This design comes from an exercise in tuning for small area and few clock cycles on the open sky130 flow, not from production work. Function was checked by simulation only, so behaviour that the tests miss may differ from the original.

## design/flow/design.v

```verilog
`timescale 1ns / 1ps
package gprm_pkg;
	localparam int MaxFrameLen = 32;
	localparam int ReportLen   = 24;
	localparam int LenW        = 6;
	localparam int IdxW        = $clog2(ReportLen);
	localparam int FrameW      = ReportLen * 8;
	localparam int LimW        = 17;
	localparam int DzFull      = 32767;
	localparam int DzPct       = 100;
	localparam int DzReset     = 5;
	localparam int DzShift     = 30;
	localparam longint DzRecip = ((64'd1 << DzShift) + DzPct - 1) / DzPct;
	localparam logic [7:0] START_MARK = 8'hAA;
	localparam logic [7:0] PACK_HALF  = 8'd128;
	localparam logic [1:0] PH_START   = 2'd0;
	localparam logic [1:0] PH_LEN     = 2'd1;
	localparam logic [1:0] PH_PAYLOAD = 2'd2;
	localparam logic [1:0] PH_CHECK   = 2'd3;
	localparam logic [2:0] CFG_DZ_L   = 3'd0;
	localparam logic [2:0] CFG_DZ_R   = 3'd1;
	localparam logic [2:0] CFG_FLIP_LX = 3'd2;
	localparam logic [2:0] CFG_FLIP_LY = 3'd3;
	localparam logic [2:0] CFG_FLIP_RX = 3'd4;
	localparam logic [2:0] CFG_FLIP_RY = 3'd5;
	localparam logic [2:0] CFG_MODE   = 3'd6;
	localparam logic [1:0] MODE_S16  = 2'd0;
	localparam logic [1:0] MODE_HAT  = 2'd1;
	localparam logic [1:0] MODE_PACK = 2'd2;
	localparam logic [1:0] MODE_RSVD = 2'd3;
	localparam logic [3:0] HAT_UP      = 4'd0;
	localparam logic [3:0] HAT_UP_R    = 4'd1;
	localparam logic [3:0] HAT_RIGHT   = 4'd2 + 4'd2;
	localparam logic [3:0] HAT_DN_R    = 4'd3;
	localparam logic [3:0] HAT_DOWN    = 4'd2;
	localparam logic [3:0] HAT_DN_L    = 4'd5;
	localparam logic [3:0] HAT_LEFT    = 4'd6;
	localparam logic [3:0] HAT_UP_L    = 4'd7;
	localparam logic [3:0] HAT_NEUTRAL = 4'd8;
	typedef logic [FrameW-1:0] frame_t;
	typedef struct packed {
		logic [LimW-1:0] lim_l;
		logic [LimW-1:0] lim_r;
		logic            flip_lx;
		logic            flip_ly;
		logic            flip_rx;
		logic            flip_ry;
		logic [1:0]      mode;
	} cfg_t;
endpackage
`timescale 1ns / 1ps
import gprm_pkg::*;
module gprm_front (
	input  logic            clk,
	input  logic            arst_n,
	input  logic            in_valid,
	output logic            in_stall,
	input  logic [7:0]      rx_byte,
	input  logic            full,
	output logic            push,
	output gprm_pkg::frame_t push_frame
);
	logic [1:0]      phase_q;
	logic [LenW-1:0] len_q;
	logic [LenW-1:0] idx_q;
	logic [7:0]      sum_q;
	logic [7:0]      pay_q [ReportLen];
	logic            acc;
	logic            len_ok;
	logic [LenW-1:0] idx_nxt;
	assign in_stall = full;
	assign acc      = in_valid & ~full;
	assign idx_nxt  = idx_q + LenW'(1);
	always_comb begin
		len_ok = (rx_byte >= 8'd1) && (rx_byte <= 8'(MaxFrameLen));
	end
	assign push = acc && (phase_q == PH_CHECK) && (sum_q == rx_byte)
		&& (len_q == LenW'(ReportLen));
	always_comb begin
		for (int i = 0; i < ReportLen; i++)
			push_frame[i*8 +: 8] = pay_q[i];
	end
	always_ff @(posedge clk or negedge arst_n) begin
		if (!arst_n) begin
			phase_q <= PH_START;
			len_q   <= '0;
			idx_q   <= '0;
			sum_q   <= '0;
		end else if (acc) begin
			case (phase_q)
				PH_START: begin
					if (rx_byte == START_MARK)
						phase_q <= PH_LEN;
				end
				PH_LEN: begin
					len_q   <= rx_byte[LenW-1:0];
					idx_q   <= '0;
					sum_q   <= '0;
					phase_q <= len_ok ? PH_PAYLOAD : PH_START;
				end
				PH_PAYLOAD: begin
					sum_q <= sum_q + rx_byte;
					idx_q <= idx_nxt;
					if (idx_nxt == len_q)
						phase_q <= PH_CHECK;
				end
				default: begin
					phase_q <= PH_START;
				end
			endcase
		end
	end
	always_ff @(posedge clk) begin
		if (acc && (phase_q == PH_PAYLOAD) && (idx_q < LenW'(ReportLen)))
			pay_q[idx_q[IdxW-1:0]] <= rx_byte;
	end
endmodule
`timescale 1ns / 1ps
import gprm_pkg::*;
module gprm_fifo (
	input  logic             clk,
	input  logic             arst_n,
	input  logic             push,
	input  gprm_pkg::frame_t push_data,
	output logic             full,
	input  logic             pop,
	output logic             nempty,
	output gprm_pkg::frame_t head
);
	gprm_pkg::frame_t mem_q [2];
	logic       wr_q;
	logic       rd_q;
	logic [1:0] cnt_q;
	assign full   = (cnt_q == 2'd2);
	assign nempty = (cnt_q != 2'd0);
	assign head   = mem_q[rd_q];
	always_ff @(posedge clk or negedge arst_n) begin
		if (!arst_n) begin
			wr_q  <= 1'b0;
			rd_q  <= 1'b0;
			cnt_q <= 2'd0;
		end else begin
			if (push)
				wr_q <= ~wr_q;
			if (pop)
				rd_q <= ~rd_q;
			cnt_q <= cnt_q + 2'(push) - 2'(pop);
		end
	end
	always_ff @(posedge clk) begin
		if (push)
			mem_q[wr_q] <= push_data;
	end
endmodule
`timescale 1ns / 1ps
import gprm_pkg::*;
module gprm_back (
	input  logic             clk,
	input  logic             arst_n,
	input  gprm_pkg::cfg_t   cfg,
	input  logic             head_valid,
	input  gprm_pkg::frame_t head,
	output logic             pop,
	output logic             out_valid,
	input  logic             out_stall,
	output logic [15:0]      lx,
	output logic [15:0]      ly,
	output logic [15:0]      rx,
	output logic [15:0]      ry,
	output logic [7:0]       ltrig,
	output logic [7:0]       rtrig,
	output logic [15:0]      btn,
	output logic [3:0]       hat,
	output logic [47:0]      gyro,
	output logic [47:0]      accel,
	output logic [1:0]       fmt
);
	function automatic logic [3:0] hat_of(input logic [15:0] b);
		logic [3:0] h;
		if (b[4])
			h = b[6] ? HAT_UP_L : (b[7] ? HAT_UP_R : HAT_UP);
		else if (b[5])
			h = b[6] ? HAT_DN_L : (b[7] ? HAT_DN_R : HAT_DOWN);
		else if (b[6])
			h = HAT_LEFT;
		else if (b[7])
			h = HAT_RIGHT;
		else
			h = HAT_NEUTRAL;
		hat_of = h;
	endfunction
	function automatic logic [15:0] dz_apply(input logic [15:0] raw, input logic [LimW-1:0] lim);
		logic [16:0] mag;
		mag = raw[15] ? (17'h1_0000 - {1'b0, raw}) : {1'b0, raw};
		dz_apply = (mag < lim) ? 16'h0000 : raw;
	endfunction
	function automatic logic [15:0] stick_out(input logic [15:0] v, input logic flip,
			input logic [1:0] mode);
		logic [15:0] f;
		logic [16:0] m;
		logic [7:0]  q;
		f = flip ? (16'h0000 - v) : v;
		m = 17'h1_0000 - {1'b0, f};
		if (f[15])
			q = 8'(9'd0 - m[16:8]) + PACK_HALF;
		else
			q = f[15:8] + PACK_HALF;
		stick_out = (mode == MODE_PACK) ? {8'h00, q} : f;
	endfunction
	logic        valid_s1;
	logic [15:0] lx_s1, ly_s1, rx_s1, ry_s1;
	logic [7:0]  ltrig_s1, rtrig_s1;
	logic [15:0] btn_s1;
	logic [3:0]  hat_s1;
	logic [47:0] gyro_s1, accel_s1;
	logic        out_valid_q;
	logic [15:0] lx_q, ly_q, rx_q, ry_q;
	logic [7:0]  ltrig_q, rtrig_q;
	logic [15:0] btn_q;
	logic [3:0]  hat_q;
	logic [47:0] gyro_q, accel_q;
	logic [1:0]  fmt_q;
	logic out_adv;
	logic s1_take;
	assign out_adv = ~out_valid_q | ~out_stall;
	assign s1_take = ~valid_s1 | out_adv;
	assign pop     = head_valid & s1_take;
	always_ff @(posedge clk or negedge arst_n) begin
		if (!arst_n) begin
			valid_s1    <= 1'b0;
			out_valid_q <= 1'b0;
		end else begin
			if (s1_take)
				valid_s1 <= head_valid;
			if (out_adv)
				out_valid_q <= valid_s1;
		end
	end
	always_ff @(posedge clk) begin
		if (pop) begin
			lx_s1    <= dz_apply(head[15:0], cfg.lim_l);
			ly_s1    <= dz_apply(head[31:16], cfg.lim_l);
			rx_s1    <= dz_apply(head[47:32], cfg.lim_r);
			ry_s1    <= dz_apply(head[63:48], cfg.lim_r);
			ltrig_s1 <= head[71:64];
			rtrig_s1 <= head[79:72];
			btn_s1   <= head[95:80];
			hat_s1   <= hat_of(head[95:80]);
			gyro_s1  <= head[143:96];
			accel_s1 <= head[191:144];
		end
	end
	always_ff @(posedge clk) begin
		if (out_adv && valid_s1) begin
			lx_q    <= stick_out(lx_s1, cfg.flip_lx, cfg.mode);
			ly_q    <= stick_out(ly_s1, cfg.flip_ly, cfg.mode);
			rx_q    <= stick_out(rx_s1, cfg.flip_rx, cfg.mode);
			ry_q    <= stick_out(ry_s1, cfg.flip_ry, cfg.mode);
			ltrig_q <= ltrig_s1;
			rtrig_q <= rtrig_s1;
			btn_q   <= btn_s1;
			hat_q   <= hat_s1;
			gyro_q  <= gyro_s1;
			accel_q <= accel_s1;
			fmt_q   <= cfg.mode;
		end
	end
	assign out_valid = out_valid_q;
	assign lx        = lx_q;
	assign ly        = ly_q;
	assign rx        = rx_q;
	assign ry        = ry_q;
	assign ltrig     = ltrig_q;
	assign rtrig     = rtrig_q;
	assign btn       = btn_q;
	assign hat       = hat_q;
	assign gyro      = gyro_q;
	assign accel     = accel_q;
	assign fmt       = fmt_q;
endmodule
`timescale 1ns / 1ps
import gprm_pkg::*;
module framed_gamepad_report_mapper (
	input  logic               clk,
	input  logic               arst_n,
	input  logic               in_valid,
	output logic               in_stall,
	input  logic [7:0]         rx_byte,
	output logic               out_valid,
	input  logic               out_stall,
	output logic signed [15:0] stick_lx,
	output logic signed [15:0] stick_ly,
	output logic signed [15:0] stick_rx,
	output logic signed [15:0] stick_ry,
	output logic [7:0]         left_trigger,
	output logic [7:0]         right_trigger,
	output logic [15:0]        button_bits,
	output logic [3:0]         hat_dir,
	output logic [47:0]        gyro_xyz,
	output logic [47:0]        accel_xyz,
	output logic [1:0]         format_used,
	input  logic               cfg_valid,
	output logic               cfg_ready,
	input  logic [2:0]         cfg_index,
	input  logic [7:0]         cfg_data
);
	function automatic logic [LimW-1:0] dz_limit(input logic [7:0] dz);
		logic [22:0] p;
		logic [46:0] t;
		p = 23'(dz) * 23'(DzFull);
		t = 47'(p) * 47'(DzRecip);
		dz_limit = t[DzShift+LimW-1:DzShift];
	endfunction
	logic [LimW-1:0] lim_l_q, lim_r_q;
	logic            flip_lx_q, flip_ly_q, flip_rx_q, flip_ry_q;
	logic [1:0]      mode_q;
	gprm_pkg::cfg_t  cfg;
	logic   push, full, pop, nempty;
	gprm_pkg::frame_t push_frame, head;
	logic [15:0] lx, ly, rx, ry;
	assign cfg_ready = 1'b1;
	always_ff @(posedge clk or negedge arst_n) begin
		if (!arst_n) begin
			lim_l_q   <= dz_limit(8'(DzReset));
			lim_r_q   <= dz_limit(8'(DzReset));
			flip_lx_q <= 1'b0;
			flip_ly_q <= 1'b1;
			flip_rx_q <= 1'b0;
			flip_ry_q <= 1'b1;
			mode_q    <= MODE_S16;
		end else if (cfg_valid && cfg_ready) begin
			case (cfg_index)
				CFG_DZ_L:    lim_l_q   <= dz_limit(cfg_data);
				CFG_DZ_R:    lim_r_q   <= dz_limit(cfg_data);
				CFG_FLIP_LX: flip_lx_q <= cfg_data[0];
				CFG_FLIP_LY: flip_ly_q <= cfg_data[0];
				CFG_FLIP_RX: flip_rx_q <= cfg_data[0];
				CFG_FLIP_RY: flip_ry_q <= cfg_data[0];
				CFG_MODE:    mode_q    <= cfg_data[1:0];
				default: ;
			endcase
		end
	end
	always_comb begin
		cfg.lim_l   = lim_l_q;
		cfg.lim_r   = lim_r_q;
		cfg.flip_lx = flip_lx_q;
		cfg.flip_ly = flip_ly_q;
		cfg.flip_rx = flip_rx_q;
		cfg.flip_ry = flip_ry_q;
		cfg.mode    = (mode_q == MODE_RSVD) ? MODE_S16 : mode_q;
	end
	gprm_front u_front (
		.clk        (clk),
		.arst_n     (arst_n),
		.in_valid   (in_valid),
		.in_stall   (in_stall),
		.rx_byte    (rx_byte),
		.full       (full),
		.push       (push),
		.push_frame (push_frame)
	);
	gprm_fifo u_fifo (
		.clk       (clk),
		.arst_n    (arst_n),
		.push      (push),
		.push_data (push_frame),
		.full      (full),
		.pop       (pop),
		.nempty    (nempty),
		.head      (head)
	);
	gprm_back u_back (
		.clk        (clk),
		.arst_n     (arst_n),
		.cfg        (cfg),
		.head_valid (nempty),
		.head       (head),
		.pop        (pop),
		.out_valid  (out_valid),
		.out_stall  (out_stall),
		.lx         (lx),
		.ly         (ly),
		.rx         (rx),
		.ry         (ry),
		.ltrig      (left_trigger),
		.rtrig      (right_trigger),
		.btn        (button_bits),
		.hat        (hat_dir),
		.gyro       (gyro_xyz),
		.accel      (accel_xyz),
		.fmt        (format_used)
	);
	assign stick_lx = $signed(lx);
	assign stick_ly = $signed(ly);
	assign stick_rx = $signed(rx);
	assign stick_ry = $signed(ry);
endmodule
```

## design/flow/run.sh

```bash
#!/bin/bash
# synth_recipe.tcl (not shown) runs the flow's synth.tcl, then flattens the netlist and writes it again
# the make line also repeats each setting of config.mk as NAME=value (left out here)
make -C /OpenROAD-flow-scripts/flow DESIGN_CONFIG=/design/flow/config.mk WORK_HOME=/design/flow/orfs CLKGATE_MAP_FILE= SYNTH_SCRIPT=/design/flow/synth_recipe.tcl finish
```

## design/flow/config.mk

```make
export PLATFORM = sky130hd
export DESIGN_NAME = framed_gamepad_report_mapper
export DESIGN_NICKNAME = framed_gamepad_report_mapper
export VERILOG_FILES = /design/flow/design.v
export SDC_FILE = /design/flow/constraint.sdc
export NUM_CORES = 4
export LEC_CHECK = 0
export CAP_MARGIN = 20
export CORE_MARGIN = 2
export CORE_UTILIZATION = 40
export SLEW_MARGIN = 20
```

## design/flow/constraint.sdc

```tcl
create_clock -name core_clock -period 13.0 [get_ports {clk}]
set_input_delay 2.6000 -clock core_clock [delete_from_list [all_inputs] [get_ports {clk}]]
set_output_delay 2.6000 -clock core_clock [all_outputs]
set_load 0.01 [all_outputs]
```

==> flow_metrics.env <==
export IMPL_multiInputGateArea_sq_mm=0.0199
export IMPL_worst_pin_slew_ns=1.33
export IMPL_cts_tree="done"
export IMPL_synth_edf_count=970
export IMPL_worstRegToRegCells=12
export IMPL_drc_errors=0
export IMPL_maxSlewHeadroom_pct=11.6
export IMPL_netlist_area_sq_mm=0.0528
export IMPL_final_hold_viol_count=0
export IMPL_via_per_inst=4.94
export IMPL_die_h_microns=367
export IMPL_rows=133
export IMPL_post_dp_hpwl_mm=85.2
export IMPL_grt_pass1_wl_mm=184
export IMPL_crit_arrival_ns=13.01
export IMPL_gr_usage_all_layers_pct=17.8
export IMPL_first_global_vias=30600
export IMPL_antenna_cells=0
export IMPL_hold_path_depth=0
export IMPL_slew_violations=0
export IMPL_tns_ns=0
export IMPL_slowest_delay_ns=0.57
export IMPL_ant_nets=0
export IMPL_area_growth_syn_to_layout_pct=16.8
export IMPL_endpoint_kind="flip-flop"
export IMPL_worstSetupStartpointType="input port"
export IMPL_n_fill_cell=11500
export IMPL_place_gp_congestion=0.909
export IMPL_cts_buffers=108
export IMPL_fin_skew_ns=0.0649
export IMPL_holdWs_ns=0.409
export IMPL_core_area_sq_mm=0.131
export IMPL_slowest_stage="fa_1"
export IMPL_dr_pass1_iters=7
export IMPL_seqCellArea_sq_mm=0.0309
export IMPL_placed_cell_area_sq_mm=0.0581
export IMPL_synth_ff_type="edfxtp_1"
export IMPL_cts_root_buf="clkbuf_16"
export IMPL_hp_class="flip-flop to flip-flop"
export IMPL_max_freq_ghz=0.0807
export IMPL_grt_overflow_total=0
export IMPL_io_pins=225
export IMPL_drt_iter0_markers=1874
export IMPL_wirelength_mm=121
export IMPL_drive_gt1_share_pct=12.1
export IMPL_antenna_found_initial=6
export IMPL_max_cap_violations=0
export IMPL_cts_sinks=1038
export IMPL_post_route_period_util_pct=95.3
export IMPL_wire_per_inst_microns=20.0
export IMPL_final_nets=4802
export IMPL_final_cell_count_no_fill=6028
export IMPL_cts_max_path_buffers=3
export IMPL_rsz0062_at_grt="no"
export IMPL_setup_slack_ns=0.606
export IMPL_io_buffers=223
export IMPL_dieArea_sq_mm=0.135
export IMPL_final_area_sq_mm=0.0616
export IMPL_avgSynthCellArea_sq_um=14.0
export IMPL_async_flop_share_pct=6.55
export IMPL_synth_seq_cells=1038
export IMPL_crit_type="input port to flip-flop"
export IMPL_synth_cell_types=87
export IMPL_syn_inst=3776
export IMPL_crit_required_ns=13.62
export IMPL_dpl_cell_count=5824
export IMPL_num_vias=29800
export IMPL_pre_cts_slack_ns=-0.322
export IMPL_insertion_delay_ns=0.73
export IMPL_utilization_pct=46.9
export IMPL_worst_path_max_fanout=5
export IMPL_yosys_warnings=4
export IMPL_fp_dieW_microns=367
export IMPL_setup_viol=0
export IMPL_htree_levels=3
export IMPL_grt_max_degree=133
export IMPL_worst_setup_hold_path_clk_slew_ns=0.06
export IMPL_outcome="finished clean"
export IMPL_layout_min_cycle_time_ns=12.39
export IMPL_ys_seq_area_share_pct=58.4
export IMPL_start_util_pct=40.2
## Yosys cell counts (9+ instances only)
cell type / n / area share, %
o31ai_1: 32 / 0.46
or3_1: 18 / 0.21
and2_1: 11 / 0.13
nand2_1: 159 / 1.1
nor2_1: 219 / 1.6
or2_2: 13 / 0.15
and3_1: 17 / 0.20
o211ai_1: 9 / 0.13
dfrtp_1: 54 / 2.6
mux2_2: 142 / 3.0
mux2i_1: 74 / 1.4
o21a_1: 16 / 0.23
a211oi_1: 29 / 0.41
nor2b_1: 24 / 0.28
a31oi_1: 14 / 0.17
dfstp_2: 14 / 0.70
clkbuf_1: 60 / 0.43
fa_1: 224 / 8.5
nand2b_1: 24 / 0.28
o21ai_0: 152 / 1.4
inv_1: 466 / 3.3
nand4b_1: 10 / 0.17
nand4_1: 13 / 0.15
nor3_1: 36 / 0.34
buf_1: 10 / 0.071
xnor2_1: 126 / 2.1
nor4_1: 14 / 0.17
nand3_1: 51 / 0.48
buf_2: 11 / 0.10
a21oi_1: 108 / 1.0
ha_1: 375 / 8.9
or4_1: 11 / 0.16
a21o_1: 41 / 0.58
edfxtp_1: 970 / 55
xor2_1: 86 / 1.4
## metal layers
layer / up-vias / wire length, microns / part of all wire [%] / global-route usage (%)
li1: 14300 / - / - / -
met1: 14900 / 54800 / 45 / 23.9
met2: 470 / 59700 / 49 / 30.7
met3: 139 / 4180 / 3.5 / 2.48
met4: 4 / 2090 / 1.7 / 4.30
met5: - / 27 / 0.022 / 0
## repair_timing
item | in CTS | in global routing
setup endpoints to repair | 0 | 25
endpoints found under the hold margin | 0 | 0
resized for setup | 0 | 8
buffers inserted | 0 | 0
hold buffers | 0 | 0
## critical path, delay by kind of cell
family	cells	cell delay, ns
fa+ha+maj	13	5.84
simple gates	6	1.18
buf+inv	12	1.34
xor+xnor	2	0.67
compound gates	8	1.36
## final timing paths
kind	start	end	slack [ns]
setup / recovery	cfg_data[5]	lim_l_q[16]	0.61
hold / removal	u_back.accel_s1[24]	u_back.accel_q[24]	0.41
setup reg to reg	u_fifo.rd_q	u_back.ly_s1[13]	7.41
hold reg to reg	u_back.accel_s1[24]	u_back.accel_q[24]	0.41
max in group asynchronous	arst_n	u_fifo.rd_q	10.10
min in group asynchronous	arst_n	flip_rx_q	1.73
## sequential cells by signal, indices dropped and copies added, names as in the netlist, 17 cells and up
signal	count
u_front.pay_q	192
u_back.accel_s1	48
lim_r_q	17
u_back.gyro_s1	48
u_back.gyro_q	48
u_fifo.mem_q	384
lim_l_q	17
u_back.accel_q	48
## layout by cell type (no fill, tap or decap), drive strengths merged, types with 138 or more instances in the layout
master and instances:
nand2 159, inv 468, clkbuf 138, clkdlybuf4s50 214, mux2 142, nor2 219
o21ai 154, ha 375, edfxtp 970, buf 160, fa 224
## kinds of logic after synthesis
group	count (synthesis)	share of synthesized area [%]
compound gates	492	5.96
other cells	2	0.0142
mux	216	4.43
fa+ha+maj	599	17.4
buf+inv	551	3.98
flops	1038	58.4
simple gates	664	6.20
xor+xnor	214	3.59
## layout make-up
type | count | share of cell area, %
sequential | 1038 | 50.1
multi-input combinational | 2190 | 32.3
timing repair buffer | 374 | 5.48
clock buffer | 138 | 4.62
tap | 1755 | 3.56
inverter | 467 | 2.84
clock inverter | 66 | 1.11
Testbench counts, summed over its fixed seeds: cycles 35,094.

==> separate check: timing with driven ports <==
No port has a modelled driver above. Below, the same layout with a new extraction and two added sets of constraints. Step 1 (the two cells are an assumption about what drives the block):
set clk [get_ports {clk}]
set_driving_cell -lib_cell sky130_fd_sc_hd__clkbuf_16 $clk
set_driving_cell -lib_cell sky130_fd_sc_hd__buf_2 [delete_from_list [all_inputs] $clk]
Step 2 moves the port delays by t, midway between the first and last clock arrival at a register: inputs arrive t later, outputs are due t later. That takes back most of the time a late clock gives input paths. Three values: ideal ports, drivers, drivers and shift; two values: the first two.
shift t [ns]: 0.774
setup WS [ns]: 0.606 / 0.662 / -0.113
worst setup path after step 2: input to register
pins driven straight from the clock port: 1
With both steps, setup timing fails in this run, where it was met with ideal ports. For this run, drivers alone change the setup slack by +0.056 ns; drivers and shift together by -0.719 ns.
